Context: an optimization exercise on an open-source flow, tuned for small area, a short achievable clock period and few clock cycles per item. The choices shown serve that exercise and are no tape-out recipe. In this exercise RTL edits were held to simulation tests only and were not proved equivalent to the original. Power is estimated from default activity; no workload was simulated.

Setup of run 1:
// layer_ctrl_top
module layer_ctrl_top
(
	input  logic                 clk,
	input  logic                 arst_n,
	input  logic                 lc_isolation,
	input  logic [LC_ADDR_W-1:0] rx_addr,
	input  logic [LC_DATA_W-1:0] rx_data,
	input  logic                 rx_req,
	input  logic                 rx_pend,
	output logic                 rx_ack,
	output logic [LC_ADDR_W-1:0] tx_addr,
	output logic [LC_DATA_W-1:0] tx_data,
	output logic                 tx_req,
	output logic                 tx_pend,
	input  logic                 tx_ack
);
Size: about 5000 cells after synthesis, ~95000 um^2 of cells after synthesis.
clock: 5.0 ns
lec_check: 0
cap_margin: 20
core_margin: 2
core_utilization: 50
cts_cluster_diameter: 80
cts_cluster_size: 24
place_density: 0.7
setup_slack_margin: 2.4
slew_margin: 20
tns_end_percent: 5
standard.sh (not shown) runs the stock make flow with config.mk's settings and CLKGATE_MAP_FILE= SYNTH_SCRIPT=/design/flow/synth_recipe.tcl, a recipe that flattens the netlist after the stock synthesis.
==> flow/flow/run.sh <==
#!/bin/bash
# The standard layout, with the isolation input and every output port placed
# together on the die's edge, so that the isolation clamp's net stays short,
# and buf_4 as the port buffers.
set -euo pipefail
export BUFFER_PORTS_ARGS="-buffer_cell sky130_fd_sc_hd__buf_4"
export PLACE_PINS_ARGS="-group_pins {lc_isolation rx_ack tx_req tx_pend tx_addr[0] tx_addr[1] tx_addr[2] tx_addr[3] tx_addr[4] tx_addr[5] tx_addr[6] tx_addr[7] tx_data[0] tx_data[1] tx_data[2] tx_data[3] tx_data[4] tx_data[5] tx_data[6] tx_data[7] tx_data[8] tx_data[9] tx_data[10] tx_data[11] tx_data[12] tx_data[13] tx_data[14] tx_data[15] tx_data[16] tx_data[17] tx_data[18] tx_data[19] tx_data[20] tx_data[21] tx_data[22] tx_data[23] tx_data[24] tx_data[25] tx_data[26] tx_data[27] tx_data[28] tx_data[29] tx_data[30] tx_data[31]}"
bash standard.sh > standard.log 2>&1
Testbench counts of run 1, summed over its fixed seeds: cycles 11,902, words 5,951.
Input changes introduced in run 2 (baseline for comparison: run 1):
# run 1
export LEC_CHECK = 0
export CAP_MARGIN = 20
export CORE_MARGIN = 2
export CORE_UTILIZATION = 50
export CTS_CLUSTER_DIAMETER = 80
export CTS_CLUSTER_SIZE = 24
export PLACE_DENSITY = 0.7
export SETUP_SLACK_MARGIN = 2.4
export SLEW_MARGIN = 20
export TNS_END_PERCENT = 5
create_clock -name core_clock -period 5.0 [get_ports {clk}]
# run 2
export LEC_CHECK = 0
export CAP_MARGIN = 20
export CORE_MARGIN = 2
export CORE_UTILIZATION = 45
export SETUP_SLACK_MARGIN = 2.4
export SLEW_MARGIN = 20
export TNS_END_PERCENT = 5
create_clock -name core_clock -period 5.0 [get_ports {clk}]
==> comparison <==
Between run 2 and run 1, it is run 2 whose clock network power share is higher, by 11 points.
| clock power | run 2 vs run 1 | about 70% higher |
Run 2 against run 1: routed wire length rose 23000 um, setup fix buffers added after clock tree synthesis picked up an extra 34%, total chip power moved up, reported combinational group power +about 10%, post-layout utilization of the core went down.
Changes in run 3 relative to run 2:
# run 2
export LEC_CHECK = 0
export CAP_MARGIN = 20
export CORE_MARGIN = 2
export CORE_UTILIZATION = 45
export SETUP_SLACK_MARGIN = 2.4
export SLEW_MARGIN = 20
export TNS_END_PERCENT = 5
create_clock -name core_clock -period 5.0 [get_ports {clk}]
# run 3
export LEC_CHECK = 0
export CAP_MARGIN = 20
export CORE_MARGIN = 2
export CORE_UTILIZATION = 45
export CTS_CLUSTER_DIAMETER = 80
export CTS_CLUSTER_SIZE = 24
export SETUP_SLACK_MARGIN = 2.4
export SLEW_MARGIN = 20
export TNS_END_PERCENT = 5
create_clock -name core_clock -period 5.0 [get_ports {clk}]
## What came out
On part of the cycle the worst path needs: run 3 sits below run 2. Run 3 vs run 2: share of total power in the clock network down in run 3. Compared with run 2, run 3 shows total power consumption of the routed design that has gone down by more than 10%. Cmp run 2 and run 3 / core utilization / higher: run 2. Per the comparison of run 3 with run 2, internal portion of total power -6500 uW; maximum VDD drop -about 7%.

* * *

== north ==
Another version of the RTL of layer_ctrl_top (not shown whole).
Size in the first run: about 4900 cells after synthesis, ~2600 flip-flops, about 89 I/O pins.
// layer_ctrl_top
module layer_ctrl_top
(
	input  logic                 clk,
	input  logic                 arst_n,
	input  logic                 lc_isolation,
	input  logic [LC_ADDR_W-1:0] rx_addr,
	input  logic [LC_DATA_W-1:0] rx_data,
	input  logic                 rx_req,
	input  logic                 rx_pend,
	output logic                 rx_ack,
	output logic [LC_ADDR_W-1:0] tx_addr,
	output logic [LC_DATA_W-1:0] tx_data,
	output logic                 tx_req,
	output logic                 tx_pend,
	input  logic                 tx_ack
);
==> flow/config.mk <==
export PLATFORM = sky130hd
export DESIGN_NAME = layer_ctrl_top
export DESIGN_NICKNAME = layer_ctrl_top
export VERILOG_FILES = /design/flow/design.v
export SDC_FILE = /design/flow/constraint.sdc
export NUM_CORES = 4
export LEC_CHECK = 0
export CAP_MARGIN = 10
export CORE_MARGIN = 2
export CORE_UTILIZATION = 45
export CTS_CLUSTER_DIAMETER = 80
export CTS_CLUSTER_SIZE = 24
export SETUP_SLACK_MARGIN = 2.4
export SLEW_MARGIN = 10
export TNS_END_PERCENT = 5
==> flow/constraint.sdc <==
create_clock -name core_clock -period 5.0 [get_ports {clk}]
set_input_delay 1.0000 -clock core_clock [delete_from_list [all_inputs] [get_ports {clk}]]
set_output_delay 1.0000 -clock core_clock [all_outputs]
set_load 0.01 [all_outputs]
Scripts as last shown in full above: flow/flow/run.sh
north completed every stage of the flow, and the final layout passed the timing, DRC and antenna checks.
Testbench counts of north, summed over its fixed seeds: cycles 11,902, words 5,951.
Input-level comparison between south and north:
Settings: CAP_MARGIN: 10 -> 20; SLEW_MARGIN: 10 -> 20; SETUP_SLACK_MARGIN: 2.4 -> 2.2.
--- outcome ---
When south is set beside north, its antenna diode count turns out to be 24 smaller. Non-filler instance count after layout in south vs north: down 141. south: instance count on the critical path 1 below north. Measured against each other, south and north differ in shortest period the worst path allows, the higher figure coming from south. south ended up with u_fsm.rx_ack_lc as its first element of the critical path; north ended up with u_fsm.mem_ptr[12]. Changes observed in south relative to north: area growth from synthesis to layout -2.7 points, count of buffers not belonging to the clock network in the layout -114, clock network latency to the later pin of the worst-skew pair ~0 delta, switching power -about 3%. Looking at reg-to-reg setup timing slack, south sits below north. When south is measured against north, its overall fraction of global-route tracks in use turns out 0.72 points lower. north has a higher overall via count from detail_route than south.

* * *

layer_ctrl_top again, from the RTL that the note above started with.
clock: 5.0 ns
lec_check: 0
cap_margin: 20
core_margin: 2
core_utilization: 45
cts_cluster_diameter: 80
cts_cluster_size: 24
setup_slack_margin: 2.4
slew_margin: 20
tns_end_percent: 5
Scripts as last shown in full above: flow/flow/run.sh
The first run ran to the end with no violations.
Testbench counts at the start, summed over its fixed seeds: cycles 11,902, words 5,951.
Change:
TNS_END_PERCENT = 10   (was 5)
Outcome: Utilization barely changes. Global-route usage is higher by 0.19 points. First-iteration DRC count is higher by 8.4%. Power hardly moves. Routed wire length is higher by 1.5%. Critical path depth is lower by 1. Cell area stays flat. Final cell count hardly moves. Synthesized cell count is unchanged. Setup slack is worse by 40 ps.

[separate check: timing with driven ports]
Ports are ideal in the flow. The routed layouts listed here were re-timed in OpenROAD.
Step 1 (the two cells are an assumption about what drives the block):
set clk [get_ports {clk}]
set_driving_cell -lib_cell sky130_fd_sc_hd__clkbuf_16 $clk
set_driving_cell -lib_cell sky130_fd_sc_hd__buf_2 [delete_from_list [all_inputs] $clk]
Step 2 adds t to the input delays and takes it off the output delays; t is the mean of the earliest and latest rising clock arrival at the registers after step 1. Input paths then give back, and output paths get back, about the clock's delay inside the block.
Three values: no drivers, after step 1, after step 2; two values: the first two.
run | shift t [ns] | setup WS [ns] | clock arrival spread, ns
run 1 | 0.930 | 1.899 / 1.899 / 1.350 | 0.072 / 0.072
run 2 | 1.028 | 2.083 / 2.083 / 1.480 | 0.080 / 0.080
run 3 | 0.929 | 2.103 / 2.103 / 1.563 | 0.067 / 0.067
north | 0.931 | 2.137 / 2.116 / 1.359 | 0.051 / 0.050
south | 0.931 | 1.915 / 1.915 / 1.246 | 0.045 / 0.045
the first run of note 3 | 0.931 | 2.137 / 2.116 / 1.359 | 0.051 / 0.050
the second run of note 3 | 0.922 | 2.097 / 2.097 / 1.322 | 0.065 / 0.064
After both steps setup and hold are still met in every run listed.
